From an optimization exercise on the open Yosys and OpenROAD flow, aimed at small area, a short achievable clock period and few clock cycles; shortcuts taken in it are not production practice.
Function was not checked in any run shown here: the RTL went through the layout flow alone.
Power is estimated from default activity; no workload was simulated.

==> flow/design.v <==
package sha2_pkg;
  localparam int REG_W   = 64;
  localparam int REG_CNT = 8;
  localparam int DEC_W   = 3;
  localparam int BLK_W   = REG_W * REG_CNT;
  localparam logic [63:0] SHA2_PAD_WORD = 64'h8000_0000_0000_0000;
  typedef enum logic [1:0] {
    IDLE = 2'd0,
    CHK  = 2'd1,
    SEND = 2'd2
  } state_t;
endpackage
module sha2_pad_chk #(
  parameter int reg_w   = sha2_pkg::REG_W,
  parameter int reg_cnt = sha2_pkg::REG_CNT,
  parameter int dec_w   = sha2_pkg::DEC_W
) (
  input  logic [reg_cnt*reg_w-1:0]  blk,
  input  logic [reg_w-dec_w-7:0]    bcnt,
  output logic                      ok,
  output logic [dec_w-1:0]          p
);
  localparam int LW = $clog2(reg_w);
  localparam int NW = reg_cnt - 1;
  logic [reg_w-1:0] len;
  logic [NW-1:0]    z, t;       
  logic             pad_ok;
  always_comb begin
    len = blk[(reg_cnt-1)*reg_w +: reg_w];
    p   = len[LW +: dec_w];
    for (int i = 0; i < NW; i++) begin
      z[i] = (blk[i*reg_w +: reg_w-1] == '0);
      t[i] = blk[i*reg_w + reg_w-1];
    end
    pad_ok = (p != dec_w'(NW));
    for (int i = 0; i < NW; i++)
      if (!(p > dec_w'(i)) && !(z[i] && (t[i] == (p == dec_w'(i))))) pad_ok = 1'b0;
    ok = pad_ok && (len[LW-1:0] == '0) && (len[reg_w-1:LW+dec_w] == bcnt);
  end
endmodule
module sha2_blk_unpack #(
  parameter int reg_w   = sha2_pkg::REG_W,
  parameter int reg_cnt = sha2_pkg::REG_CNT,
  parameter int dec_w   = sha2_pkg::DEC_W
) (
  input  logic                     clk,
  input  logic                     rst,
  input  logic [reg_cnt*reg_w-1:0] blk,
  input  logic                     blk_vld,
  input  logic                     blk_last,
  output logic                     blk_rdy,
  output logic [reg_w-1:0]         pkt,
  output logic                     pkt_vld,
  input  logic                     pkt_rdy,
  output logic [dec_w-1:0]         idx,
  output logic                     msg_done,
  output logic                     len_err
);
  localparam int CW = reg_w - dec_w - 6;    
  logic [(reg_cnt-1)*reg_w-1:0] buf_q;      
  logic                         ld, ld_n;   
  logic                         ld_d;
  logic [dec_w-1:0]             lst;        
  logic                         fin;        
  logic [CW-1:0]                bcnt;       
  logic [CW-1:0]                bc_t;       
  logic                         vq, okq;    
  logic                         rb_q, rb_ok;    
  logic                         chk_ok;
  logic [dec_w-1:0]             chk_p;
  logic                         take, acc, imm, ra, rb;
  sha2_pad_chk #(.reg_w(reg_w), .reg_cnt(reg_cnt), .dec_w(dec_w)) u_chk (
    .blk  (blk),
    .bcnt (bcnt),
    .ok   (chk_ok),
    .p    (chk_p)
  );
  assign blk_rdy = !rst && pkt_rdy && ld;
  assign pkt_vld = vq && okq;
  assign acc     = blk_vld && blk_rdy;
  assign take    = pkt_vld && pkt_rdy;
  assign imm     = blk_last && !(chk_ok && chk_p != '0);    
  assign ra      = take && ld && fin;                       
  assign rb      = acc && imm;                              
  logic [reg_cnt-1:1] nx, nx_d;              
  always_ff @(posedge clk) nx <= nx_d;
  always_comb begin
    bc_t[0] = 1'b1;
    for (int i = 1; i < CW; i++) bc_t[i] = bc_t[i-1] & bcnt[i-1];
  end
  logic [reg_w-1:0] pkt_d;
  logic             s_hold, s_blk;
  logic [reg_cnt-1:1] s_buf;
  always_comb begin
    s_hold = !pkt_rdy;
    s_blk  = pkt_rdy && ld;
    for (int k = 1; k < reg_cnt; k++) s_buf[k] = pkt_rdy && nx[k];
    pkt_d = ({reg_w{s_hold}} & pkt) | ({reg_w{s_blk}} & blk[0 +: reg_w]);
    for (int k = 1; k < reg_cnt; k++)
      pkt_d = pkt_d | ({reg_w{s_buf[k]}} & buf_q[(k-1)*reg_w +: reg_w]);
  end
  always_comb begin
    if (rst) ld_d = 1'b1;
    else if (acc) ld_d = blk_last && chk_p <= dec_w'(1);    
    else if (take && !ld) ld_d = idx == lst - dec_w'(1);
    else ld_d = ld || !pkt_vld;
  end
  logic [dec_w-1:0] idx_d;
  always_comb begin
    idx_d = idx;
    if (acc) idx_d = '0;
    else if (take && !ld) idx_d = idx + 1'b1;
    for (int k = 1; k < reg_cnt; k++) nx_d[k] = !ld_d && idx_d == dec_w'(k-1);
  end
  always_ff @(posedge clk) begin
    pkt <= pkt_d;
    for (int k = 1; k < reg_cnt; k++)
      buf_q[(k-1)*reg_w +: reg_w] <= (({reg_w{ld}} & blk[k*reg_w +: reg_w]) |
                                      ({reg_w{ld_n}} & buf_q[(k-1)*reg_w +: reg_w]));
    ld   <= ld_d;
    ld_n <= !ld_d;
    rb_ok <= chk_ok;
    if (acc) okq <= !blk_last || chk_ok;
    if (acc) begin
      idx <= '0;
      lst <= blk_last ? chk_p - dec_w'(1) : dec_w'(reg_cnt-1);
      fin <= blk_last;
    end else if (take && !ld) begin
      idx <= idx + 1'b1;
    end
    if (rst) begin
      vq       <= 1'b0;
      msg_done <= 1'b0;
      len_err  <= 1'b0;
      rb_q     <= 1'b0;
      bcnt     <= '0;
    end else begin
      if (acc) vq <= !(blk_last && chk_p == '0);
      else if (take && ld) vq <= 1'b0;
      bcnt <= (acc && blk_last) ? '0 : bcnt ^ (bc_t & {CW{acc}});
      rb_q     <= rb;
      msg_done <= ra || (rb_q && rb_ok);
      len_err  <= rb_q && !rb_ok;
    end
  end
endmodule
==> flow/flow/run.sh <==
#!/bin/bash
# The standard layout with three changes to how it is made:
#  - the port buffers are the smallest buffer cell instead of the flow's default delay buffer;
#  - the clock tree uses smaller buffers in larger clusters, without dummy loads;
#  - the pins of the one input-to-output path (rst, pkt_rdy -> blk_rdy) are placed side by side.
# Each tool's output goes to its own log in the work folder.
set -euo pipefail
export BUFFER_PORTS_ARGS="-buffer_cell sky130_fd_sc_hd__buf_1"
export CTS_ARGS="-sink_clustering_enable -repair_clock_nets -dont_use_dummy_load -buf_list {sky130_fd_sc_hd__clkbuf_4 sky130_fd_sc_hd__clkbuf_8} -sink_clustering_size 16 -sink_clustering_max_diameter 60"
export PRE_IO_PLACEMENT_TCL="$(pwd)/flow/io_pins.tcl"
bash standard.sh finish > standard_make.log 2>&1
==> flow/flow/io_pins.tcl <==
# Keep the pins of the combinational path rst/pkt_rdy -> blk_rdy next to each other.
set_io_pin_constraint -group -order -pin_names {pkt_rdy rst blk_rdy}
==> flow/standard.sh <==
#!/bin/bash
# synth_recipe.tcl (not shown) runs the flow's synth.tcl, then flattens the netlist and writes it again
# the make line also repeats each setting of config.mk as NAME=value (left out here)
make -C /OpenROAD-flow-scripts/flow DESIGN_CONFIG=/design/flow/config.mk WORK_HOME=/design/flow/orfs CLKGATE_MAP_FILE= SYNTH_SCRIPT=/design/flow/synth_recipe.tcl "${@:-finish}"
==> flow/config.mk <==
export PLATFORM = sky130hd
export DESIGN_NAME = sha2_blk_unpack
export DESIGN_NICKNAME = sha2_blk_unpack
export VERILOG_FILES = /design/flow/design.v
export SDC_FILE = /design/flow/constraint.sdc
export NUM_CORES = 4
export LEC_CHECK = 0
export CAP_MARGIN = 20
export CORE_MARGIN = 2
export CORE_UTILIZATION = 50
export PLACE_DENSITY = 0.65
export SETUP_SLACK_MARGIN = 3.4
export SLEW_MARGIN = 20
==> flow/constraint.sdc <==
create_clock -name core_clock -period 6.0 [get_ports {clk}]
set_input_delay 1.2000 -clock core_clock [delete_from_list [all_inputs] [get_ports {clk}]]
set_output_delay 1.2000 -clock core_clock [all_outputs]
set_load 0.01 [all_outputs]
==> metrics.md, run 1 <==
| Metric | Value |
|---|---|
| Status | `finished clean` |
| Asr flop ratio synth | `0%` |
| Pin count of the biggest net entering global routing | `231` |
| P_int | `5.239 mW` |
| Seq pwr share | `60.4%` |
| H-tree levels | `2` |
| Synthesized area per cell | `10.51 sq um` |
| Seq/Total Area, Yosys | `52.59%` |
| Area delta synth->final | `17.27%` |
| Number of setup violations in the final report | `0` |
| Max cap viols | `0` |
| Crit-path cells | `buf_12, and4b_2, buf_8, nand4_1, or4_4, nor4_4, nand4_2, buf_6, buf_4, o31ai_4, a21oi_2` |
| DR WL/cell | `30.24 um` |
| Slew @ Worst Pin | `1.206 ns` |
| Fin util | `59.58%` |
| Cell variety after synth | `51` |
| CP Class | `input port to register` |
| Final Wtd Congestion | `1.039` |
| Period utilization | `48.19%` |
| Layout cells sized above 1 | `6.654%` |
| Vias per inst | `6.741` |
| Synthesis Warnings | `2` |
| Drt first pass iters | `10` |
| Dpl ws | `1.757 ns` |
| Worst IR drop on VDD | `0.0001907 V` |
| Crit. End Element | `register` |
| Synth top area share | `51.92%` |
| RSZ-0062 raised after global routing | `yes` |
| # fillers | `3947` |
| Static leakage | `9.941 nW` |
| Fin nets | `3172` |
| Clock Path Buffers | `3` |
| WP data required | `6.53 ns` |
| First-pass GRT wire length | `138200 um` |
| Initial antenna violation count | `15` |
| Synthesized area | `0.02252 sq mm` |
| Port bufs | `587` |
| Footprint of the multi-input gates | `0.01041 sq mm` |
| CTS Buf Count | `47` |
| Synth top cells by count | `dfxtp_1, a22o_1, nand2_1` |
| Dpl cell area | `0.02506 sq mm` |
| Sw frac | `27.11%` |
| Via count | `21908` |
| Initial Util | `50.81%` |
| Worst path buffer plus inverter count | `4` |
| Yosys reg bits | `589` |
| CP Launch Type | `input port` |
| Proportion of power drawn by combinational gates | `11.7%` |
| Sw Pwr | `1.948 mW` |
| Fin area | `0.02641 sq mm` |
| Syn nets | `2667` |
| Worst EP arrival | `3.42 ns` |
| Worst-Skew Late Latency | `0.69 ns` |
| Post-synth EDFFs | `5` |
| Final Hold Viols | `0` |
| Max Clock Skew | `0.08541 ns` |
| Core Rows | `77` |
| Type of the most critical hold path | `register to register` |
| Post-Syn Instances | `2142` |
| Max Clk Rate | `0.3459 GHz` |
| DRC viols | `0` |
| GRT Total Usage | `40.14%` |
| Area contributors post-synth | `dfxtp_1, a22o_1, a22oi_1, nor4_1, nand2_1` |
| Die ar. | `0.04675 sq mm` |
| Count leader, synth | `dfxtp_1` |
| Hold_buf cts | `0` |
| Vias in the first global route | `20357` |
| Commonest register cell after synthesis | `dfxtp_1` |
| Final hold slack | `0.4719 ns` |
| Post-layout min period | `2.891 ns` |
| CP max stage cell | `or4_4` |
| Die height | `216.2 um` |
| Relative slew slack | `19.61%` |
| Post-route ant nets | `0` |
| CP delay by family, top | `simple AND/OR/NAND/NOR gates` |
| Post-route setup TNS | `0 ns` |
| Die Wd | `216.2 um` |
| # IOs | `588` |
| Critical path's largest stage delay | `0.55 ns` |
| Sequential cell area | `0.01185 sq mm` |
| Clock tree sinks | `589` |
| Starting DRT DRC Count | `3263` |
| Critical Path Fanout Max | `3` |
| Clock network fraction of total power | `27.9%` |
| Total wire length | `98290 um` |
| DP HPWL | `74080 um` |
| Final Max Slew Viols | `0` |
| Gr ovfl total | `0` |
| Core area | `0.04432 sq mm` |
| Power per cell area | `272.2 mW/mm^2` |
| Root Buffer | `clkbuf_8` |
| CTS tree | `yes` |
| Final WS setup | `3.109 ns` |
| Yosys top cell by area | `dfxtp_1` |
| Worst-path clk slew | `0.10 ns` |
-- worst paths after layout --
check | slack [ns] | end | from | cells past startpoint
max reg2reg | 3.20 | bcnt[53] | ld | 10
min reg2reg | 0.47 | pkt[5] | buf_q[325] | 2
max | 3.11 | bcnt[53] | rst | 11
min | 0.47 | pkt[5] | buf_q[325] | 2
-- power groups by stage --
stage               Sequential, mW  Clock (mW)  Combinational (mW)
floorplan                     4.40           0               0.374
global placement              4.42           0               0.776
detailed placement            4.42           0               0.783
CTS                           4.34        2.01               0.808
global route                  4.37        2.15               0.874
finish                        4.34        2.01               0.838
-- layer usage --
metal	GRT usage, %	vias up	share of wire, %
met5	0	-	0.037
met1	55.03	10725	40
met3	10.34	242	12
met2	59.35	1506	43
met4	18.38	6	5.0
li1	-	9429	-
-- state kept, by name, summed over array words and instances (netlist names), 3 cells and up --
| name | count |
|---|---|
| buf_q | 448 |
| nx | 7 |
| lst | 3 |
| bcnt | 55 |
| idx | 3 |
| pkt | 64 |
-- cell usage in the layout (no fill, tap or decap), types with 3 or more instances in the layout --
cell type and n:
and3_1 15, xor2_1 47, a21oi_1 11, and2_2 3
and2_1 6, buf_12 4, a221oi_1 65, nand4_1 49
ha_1 8, buf_6 8, a22o_1 448, nand3_1 21
nor4_4 11, and4_1 4, clkbuf_8 47, xnor2_1 62
a222oi_1 60, inv_1 16, nor3_1 13, buf_1 577
or3_1 4, o21ai_0 5, dfxtp_1 582, and2_4 8
nor2_1 64, a22oi_1 134, nor4_2 27, buf_4 33
nor4_1 87, edfxtp_1 5, o21ai_1 4, diode_2 13
or4_4 3, nand2_1 166
-- repair_timing --
item                       in CTS  in global routing
setup buffers                  12                 10
gates resized for setup        54                 44
gates cloned                    3                  0
setup endpoints to repair     108                 56
hold endpoints to repair        0                  0
pin swaps                      11                 21
-- stage by stage --
step,cells,total power [mW]
global route,3246,7.390
floorplan,2142,4.772
global placement,3165,5.193
CTS,3227,7.156
detailed placement,3165,5.207
finish,3250,7.188
-- layout make-up --
cell class	count	area share [%]
antenna	13	0.1232
clock buffer	47	2.450
inverter	17	0.2417
multi-input combinational	1363	39.41
sequential	589	44.87
tap	592	2.805
timing repair buffer	629	10.10
-- tightest hold or removal path, delay by kind of cell, from the launching register on --
family | cells | cell delay, ns
AO/OA/AOI/OAI | 1 | 0.07
flip-flops | 1 | 0.34
AND/OR/NAND/NOR | 1 | 0.06
-- cell families (layout without fill, tap and decap cells) --
group	count (synthesis)	after routing	synth area share [%]
buf+inv	192	693	3.228
xor+xnor	111	111	4.318
compound gates	741	741	28.00
other cells	0	13	0
mux	2	2	0.08891
simple gates	499	501	11.33
flops	589	589	52.59
fa+ha+maj	8	8	0.4446
==> run 2, diff against run 1 <==
--- a/flow/design.v
+++ b/flow/design.v
@@ -86,6 +86,8 @@
   always_ff @(posedge clk) nx <= nx_d;
   always_comb begin
-    bc_t[0] = 1'b1;
-    for (int i = 1; i < CW; i++) bc_t[i] = bc_t[i-1] & bcnt[i-1];
+    for (int i = 0; i < CW; i++) begin
+      bc_t[i] = 1'b1;
+      for (int j = 0; j < i; j++) bc_t[i] = bc_t[i] & bcnt[j];
+    end
   end
   logic [reg_w-1:0] pkt_d;
==> run 2 against run 1 <==
  * Sequential cell count unchanged
  * Highest routed layer unchanged
  * Power about the same
  * Via count about the same
  * Synthesized area up 0.11%
  * Utilization up 0.13 points
  * Synthesized cell count about the same
  * Register-to-register slack better by 0.38 ns
  * Critical endpoint is now blk_rdy
  * Critical path depth down 7
  * Global-route usage up 0.21 points
  * Clock power about the same
  * Non-clock buffer count down 1
  * First-iteration DRC count up 13%
==> metrics.md, run 2 <==
| Metric | Value |
|---|---|
| Vias in the first global route | `20035` |
| DRC viols | `0` |
| Synth top area share | `51.87%` |
| Crit. End Element | `primary output` |
| Critical Path Fanout Max | `2` |
| Synthesized area | `0.02254 sq mm` |
| Drt first pass iters | `10` |
| Worst-Skew Late Latency | `0.69 ns` |
| Starting DRT DRC Count | `3696` |
| Worst EP arrival | `1.68 ns` |
| Max Clk Rate | `0.3473 GHz` |
| Pin count of the biggest net entering global routing | `217` |
| Synthesis Warnings | `2` |
| Fin util | `59.71%` |
| Seq pwr share | `60.6%` |
| Vias per inst | `6.768` |
| R2r worst-path depth | `7` |
| GRT Total Usage | `40.35%` |
| Asr flop ratio synth | `0%` |
| FF-to-FF End | `bcnt[53]` |
| Final hold slack | `0.4764 ns` |
| Crit-path cells | `buf_12, and2_4, nor2b_4, buf_6` |
| Slew @ Worst Pin | `1.053 ns` |
| Initial Util | `50.86%` |
| Max Clock Skew | `0.07865 ns` |
| Proportion of power drawn by combinational gates | `11.8%` |
| Final Hold Viols | `0` |
| Commonest non-fill, non-tap cell in the layout | `buf_1` |
| Total wire length | `99600 um` |
| Port bufs | `587` |
| Seq/Total Area, Yosys | `52.53%` |
| Post-synth EDFFs | `5` |
| WP data required | `4.80 ns` |
| Biggest register | `buf_q` |
| Area contributors post-synth | `dfxtp_1, a22o_1, a22oi_1, nor4_1, a222oi_1` |
| Synth top cells by count | `dfxtp_1, a22o_1, nand2_1` |
| Sw frac | `27.25%` |
| Worst IR drop on VDD | `0.0002033 V` |
| Clock network fraction of total power | `27.6%` |
| Crit path from | `pkt_rdy` |
| Synthesized area per cell | `10.53 sq um` |
| Die Wd | `216.3 um` |
| RSZ-0062 raised after global routing | `yes` |
| CTS tree | `yes` |
| Die height | `216.3 um` |
| Syn nets | `2665` |
| Fin nets | `3165` |
| Post-route ant nets | `0` |
| Sw Pwr | `1.957 mW` |
| Core Rows | `77` |
| Period utilization | `48.00%` |
| Relative slew slack | `29.81%` |
| Power, Total | `7.182 mW` |
| CP Launch Type | `input port` |
| CTS Buf Count | `46` |
| Largest registers | `buf_q (448), pkt (64), bcnt (55)` |
| Dpl ws | `1.883 ns` |
| H-tree levels | `2` |
| Via count | `21900` |
| Area delta synth->final | `17.39%` |
| Cell variety after synth | `50` |
| Final WS setup | `3.120 ns` |
| Static leakage | `9.896 nW` |
| DR WL/cell | `30.78 um` |
| CP max stage cell | `and2_4` |
| P_int | `5.225 mW` |
| Clock Path Buffers | `3` |
| Post-Syn Instances | `2140` |
| Min-delay src | `buf_q[355]` |
| Die ar. | `0.04680 sq mm` |
| Initial antenna violation count | `8` |
| Yosys top cell by area | `dfxtp_1` |
| Max cap viols | `0` |
| Type of the most critical hold path | `register to register` |
| CP Class | `input port to primary output` |
| DP HPWL | `74600 um` |
| Commonest register cell after synthesis | `dfxtp_1` |
| Final Max Slew Viols | `0` |
| Post-route setup TNS | `0 ns` |
| Most frequent cells in the layout | `buf_1, dfxtp_1, a22o_1, nand2_1, a22oi_1` |
| Gr ovfl total | `0` |
| Count leader, synth | `dfxtp_1` |
| Number of setup violations in the final report | `0` |
| Yosys reg bits | `589` |
| Root Buffer | `clkbuf_8` |
| Layout cells sized above 1 | `7.354%` |
| Final Wtd Congestion | `1.018` |
| Reg-to-reg slack, setup | `3.58 ns` |
| Core area | `0.04432 sq mm` |
| Clock tree sinks | `589` |
| Worst Setup EP | `blk_rdy` |
| Worst reg2reg path startpoint | `bcnt[28]` |
| Worst-path clk slew | `0.10 ns` |
| Status | `finished clean` |
| First-pass GRT wire length | `138700 um` |
| Critical path's largest stage delay | `0.15 ns` |
| Post-layout min period | `2.880 ns` |
| # IOs | `588` |
| Largest register FFs | `448` |
| Power per cell area | `271.4 mW/mm^2` |
run 2: cell types whose count changed after synthesis, sizes merged, moves of 3 or more:
cell | before | now
and2 | 15 | 18
a22oi | 134 | 130
buf | 29 | 15
xnor2 | 64 | 67
and3 | 16 | 7
a222oi | 60 | 64
clkbuf | 146 | 162
nor2 | 64 | 68
run 2: stage by stage:
stage	area [sq um]	instances
2_1_floorplan	22690	2140
3_3_place_gp	25110	3159
3_5_place_dp	25110	3159
4_1_cts	26080	3215
5_1_grt	26460	3236
6_report	26460	3236
run 2: metal layers:
layer | vias up | routed length (um) | track usage [%]
met5 | - | 27 | 0
met4 | 4 | 3933 | 15.09
met3 | 209 | 11180 | 7.944
met2 | 1559 | 43840 | 60.75
met1 | 10734 | 40620 | 57.27
li1 | 9394 | - | -
run 2: repair_timing:
item	CTS	global route
hold buffers	0	0
endpoints found under the setup margin	108	53
setup buffers	8	15
gates resized for setup	49	51
gates cloned	2	0
pin swaps	6	16
run 2: cell type report:
class,count,area (sq um)
diodes,6,15.01
clock buffers,46,633.1
fillers,3948,17860
inverters,18,67.56
multi-input cells,1357,10530
flip-flops and latches,589,11850
well taps,592,740.7
repair buffers,628,2620
run 2: cells by family after synthesis:
logic type	after synthesis	share of synthesized area [%]
fa+ha+maj	8	0.4441
simple gates	496	11.38
buf+inv	195	3.275
compound gates	738	27.94
mux	1	0.04441
flops	589	52.53
xor+xnor	113	4.391
run 2: worst min path at each step:
stage                     slack (ns)         end  cells past startpoint
after floorplan                 0.40     len_err                      1
after global placement          0.45  buf_q[431]                      1
after detailed placement        0.45  buf_q[264]                      1
after CTS                       0.47     pkt[35]                      2
after global routing            0.49  buf_q[302]                      1
final                           0.48     pkt[35]                      2
run 2: critical path: cells and delay by family:
family / cells / cell delay, ns
buffers and inverters: 2 / 0.21
and+or+nand+nor: 2 / 0.27
run 2: power by group through the flow:
stage | logic [mW] | registers (mW) | clock network (mW)
after CTS | 0.807 | 4.34 | 1.97
after global placement | 0.776 | 4.43 | 0
after detailed placement | 0.785 | 4.43 | 0
after floorplan | 0.374 | 4.40 | 0
after global routing | 0.879 | 4.38 | 2.11
final | 0.845 | 4.35 | 1.98
==> run 3, diff against run 2 <==
--- a/flow/design.v
+++ b/flow/design.v
@@ -78,5 +78,5 @@
   assign blk_rdy = !rst && pkt_rdy && ld;
   assign pkt_vld = vq && okq;
-  assign acc     = blk_vld && blk_rdy;
+  assign acc     = blk_vld && pkt_rdy && ld;
   assign take    = pkt_vld && pkt_rdy;
   assign imm     = blk_last && !(chk_ok && chk_p != '0);    
==> run 3 against run 2 <==
  * Final cell count is 0.49% higher
  * Synthesized area is essentially flat
  * Critical path depth rose by 3
  * Synthesized cell count increased by 0.51%
  * Non-clock buffer count increased by 3
  * Critical endpoint is now okq
  * Largest cell class unchanged
  * Largest power group unchanged
  * Highest routed layer unchanged
==> metrics.md, run 3 <==
| Metric | Value |
|---|---|
| Type of the most critical hold path | `register to register` |
| Gr ovfl total | `0` |
| Initial antenna violation count | `14` |
| CTS Buf Count | `46` |
| Final Hold Viols | `0` |
| First-pass GRT wire length | `144500 um` |
| Crit. End Element | `register` |
| Drt first pass iters | `11` |
| Largest register FFs | `448` |
| Proportion of power drawn by combinational gates | `13.0%` |
| Die Wd | `216.3 um` |
| Dpl cell area | `0.02500 sq mm` |
| DP HPWL | `77330 um` |
| Syn nets | `2676` |
| Port bufs | `587` |
| Max Clock Skew | `0.04931 ns` |
| Clock tree sinks | `589` |
| Relative slew slack | `32.85%` |
| Final Wtd Congestion | `1.023` |
| Vias per inst | `6.778` |
| CP Class | `input port to register` |
| GRT Total Usage | `42.49%` |
| Vias in the first global route | `20894` |
| Period utilization | `47.54%` |
| Biggest register | `buf_q` |
| # IOs | `588` |
| H-tree levels | `2` |
| Starting DRT DRC Count | `3066` |
| Seq/Total Area, Yosys | `52.54%` |
| Synthesized area | `0.02254 sq mm` |
| Yosys reg bits | `589` |
| Power per cell area | `282.3 mW/mm^2` |
| Core area | `0.04432 sq mm` |
| Post-layout min period | `2.852 ns` |
| CTS tree | `yes` |
| Pin count of the biggest net entering global routing | `252` |
| Count leader, synth | `dfxtp_1` |
| Fin area | `0.02622 sq mm` |
| Synthesized area per cell | `10.48 sq um` |
| Clock Path Buffers | `3` |
| Yosys top cell by area | `dfxtp_1` |
| Post-synth EDFFs | `5` |
| Most frequent cells in the layout | `dfxtp_1, buf_1, a22o_1, nand2_1, a22oi_1` |
| Sw frac | `28.24%` |
| Commonest non-fill, non-tap cell in the layout | `dfxtp_1` |
| Post-Syn Instances | `2151` |
| P_int | `5.312 mW` |
| Max cap viols | `0` |
| Post-route setup TNS | `0 ns` |
| Cell variety after synth | `58` |
| Worst EP arrival | `3.38 ns` |
| Fin util | `59.17%` |
| CP Launch Type | `input port` |
| DR WL/cell | `31.96 um` |
| Clock network fraction of total power | `26.9%` |
| Via count | `22041` |
| DRC viols | `0` |
| Sw Pwr | `2.090 mW` |
| Largest registers | `buf_q (448), pkt (64), bcnt (55)` |
| Number of setup violations in the final report | `0` |
| Root Buffer | `clkbuf_8` |
| Worst-path clk slew | `0.10 ns` |
| Area delta synth->final | `16.35%` |
| Max Clk Rate | `0.3506 GHz` |
| Die height | `216.3 um` |
| Asr flop ratio synth | `0%` |
| Fin nets | `3181` |
| Die ar. | `0.04679 sq mm` |
| Synth top area share | `51.87%` |
| Commonest register cell after synthesis | `dfxtp_1` |
| Worst-Skew Late Latency | `0.68 ns` |
| WP data required | `6.53 ns` |
| Status | `finished clean` |
| Initial Util | `50.86%` |
| Worst IR drop on VDD | `0.0002250 V` |
| RSZ-0062 raised after global routing | `yes` |
| Power, Total | `7.402 mW` |
| Hold_buf cts | `0` |
| Slew @ Worst Pin | `0.9980 ns` |
| Area contributors post-synth | `dfxtp_1, a22o_1, a22oi_1, nor4_1, a222oi_1` |
| Final Max Slew Viols | `0` |
| Synth top cells by count | `dfxtp_1, a22o_1, nand2_1` |
| Critical Path Fanout Max | `2` |
| Layout cells sized above 1 | `5.916%` |
| Core Rows | `77` |
| Synthesis Warnings | `2` |
| Post-route ant nets | `0` |
| Seq pwr share | `60.0%` |
| Static leakage | `9.854 nW` |
| Total wire length | `103900 um` |
run 3: power groups by stage:
stage,sequential [mW],combinational [mW],clock (mW)
finish,4.44,0.965,1.99
global route,4.47,1.01,2.12
CTS,4.43,0.929,1.98
detailed placement,4.53,0.898,0
global placement,4.52,0.887,0
floorplan,4.47,0.443,0
run 3: path summary, 6_finish.rpt:
path	from	end	slack, ns	cells past startpoint
worst min register to register	buf_q[164]	buf_q[164]	0.48	1
worst min-delay path	buf_q[164]	buf_q[164]	0.48	1
worst max-delay path	blk[38]	okq	3.15	7
worst max register to register	ld	pkt[45]	3.36	7
run 3: timing repair:
| item | in CTS | in global routing |
|---|---|---|
| buffers inserted | 15 | 12 |
| resized for setup | 48 | 28 |
| pin swaps | 12 | 9 |
| gates cloned | 1 | 2 |
| hold endpoints to repair | 0 | 0 |
| endpoints found under the setup margin | 417 | 274 |
run 3: kinds of logic (layout without fill, tap and decap cells):
| family | after synthesis | in the layout | synth area share (%) |
|---|---|---|---|
| compound gates | 757 | 757 | 28.42 |
| flops | 589 | 589 | 52.54 |
| simple gates | 491 | 492 | 11.18 |
| buf+inv | 205 | 707 | 3.492 |
| xor+xnor | 101 | 101 | 3.925 |
| fa+ha+maj | 8 | 8 | 0.4441 |
| other cells | 0 | 6 | 0 |
run 3: cell type report:
class	count	area [sq um]
clock buffers	46	633.1
diodes	6	15.01
repair buffers	631	2704
inverters	30	133.9
multi-input cells	1358	10150
flip-flops and latches	589	11850
well taps	592	740.7
fillers	4008	18090
run 3: worst max-delay path, cell delays in order:
cell and delay (ns):
buf_1 0.14, nor4_1 0.71, nand4_1 0.34, or4_1 0.63, nand2_1 0.10, nand3b_1 0.12
o21ai_1 0.15
run 3: per-layer routing:
metal,global-route usage (%),part of all wire [%]
met2,69.52,46
met4,24.06,6.8
met1,51.14,36
met5,0,0.11
met3,10.43,11
run 3: metrics by stage:
step / instances / hold slack, ns / worst slack, ns
after detailed placement: 3170 / 0.4526 / 1.831
after floorplan: 2151 / 0.3964 / 3.007
after global routing: 3248 / 0.4883 / 3.170
after global placement: 3170 / 0.4478 / 1.731
final: 3252 / 0.4791 / 3.148
after CTS: 3232 / 0.4789 / 3.200

separate check: timing with driven ports:
Ports are ideal in the flow. The routed layouts listed here were re-timed in OpenROAD. Step 1 (the two cells are an assumption about what drives the block):
set clk [get_ports {clk}]
set_driving_cell -lib_cell sky130_fd_sc_hd__clkbuf_16 $clk
set_driving_cell -lib_cell sky130_fd_sc_hd__buf_2 [delete_from_list [all_inputs] $clk]
Step 2, shift: input delay + t, output delay - t, t = (earliest + latest rising clock arrival at the registers) / 2. This alone moves slack from input paths to output paths. Three values: no drivers, after step 1, after step 2; two values: the first two.
run | shift t [ns] | setup slack, ns | worst setup path after step 2 | worst register clock-pin slew, ns
run 1 | 0.708 | 3.109 / 3.070 / 2.407 | input to register | 0.11 / 0.11
run 2 | 0.708 | 3.120 / 3.067 / 2.648 | input to register | 0.11 / 0.11
run 3 | 0.716 | 3.148 / 3.099 / 2.469 | input to register | 0.11 / 0.11
After both steps every run listed still meets setup and hold. The setup slack of run 1, which loses most, moves by -0.039 ns with the drivers and by -0.702 ns with both steps.
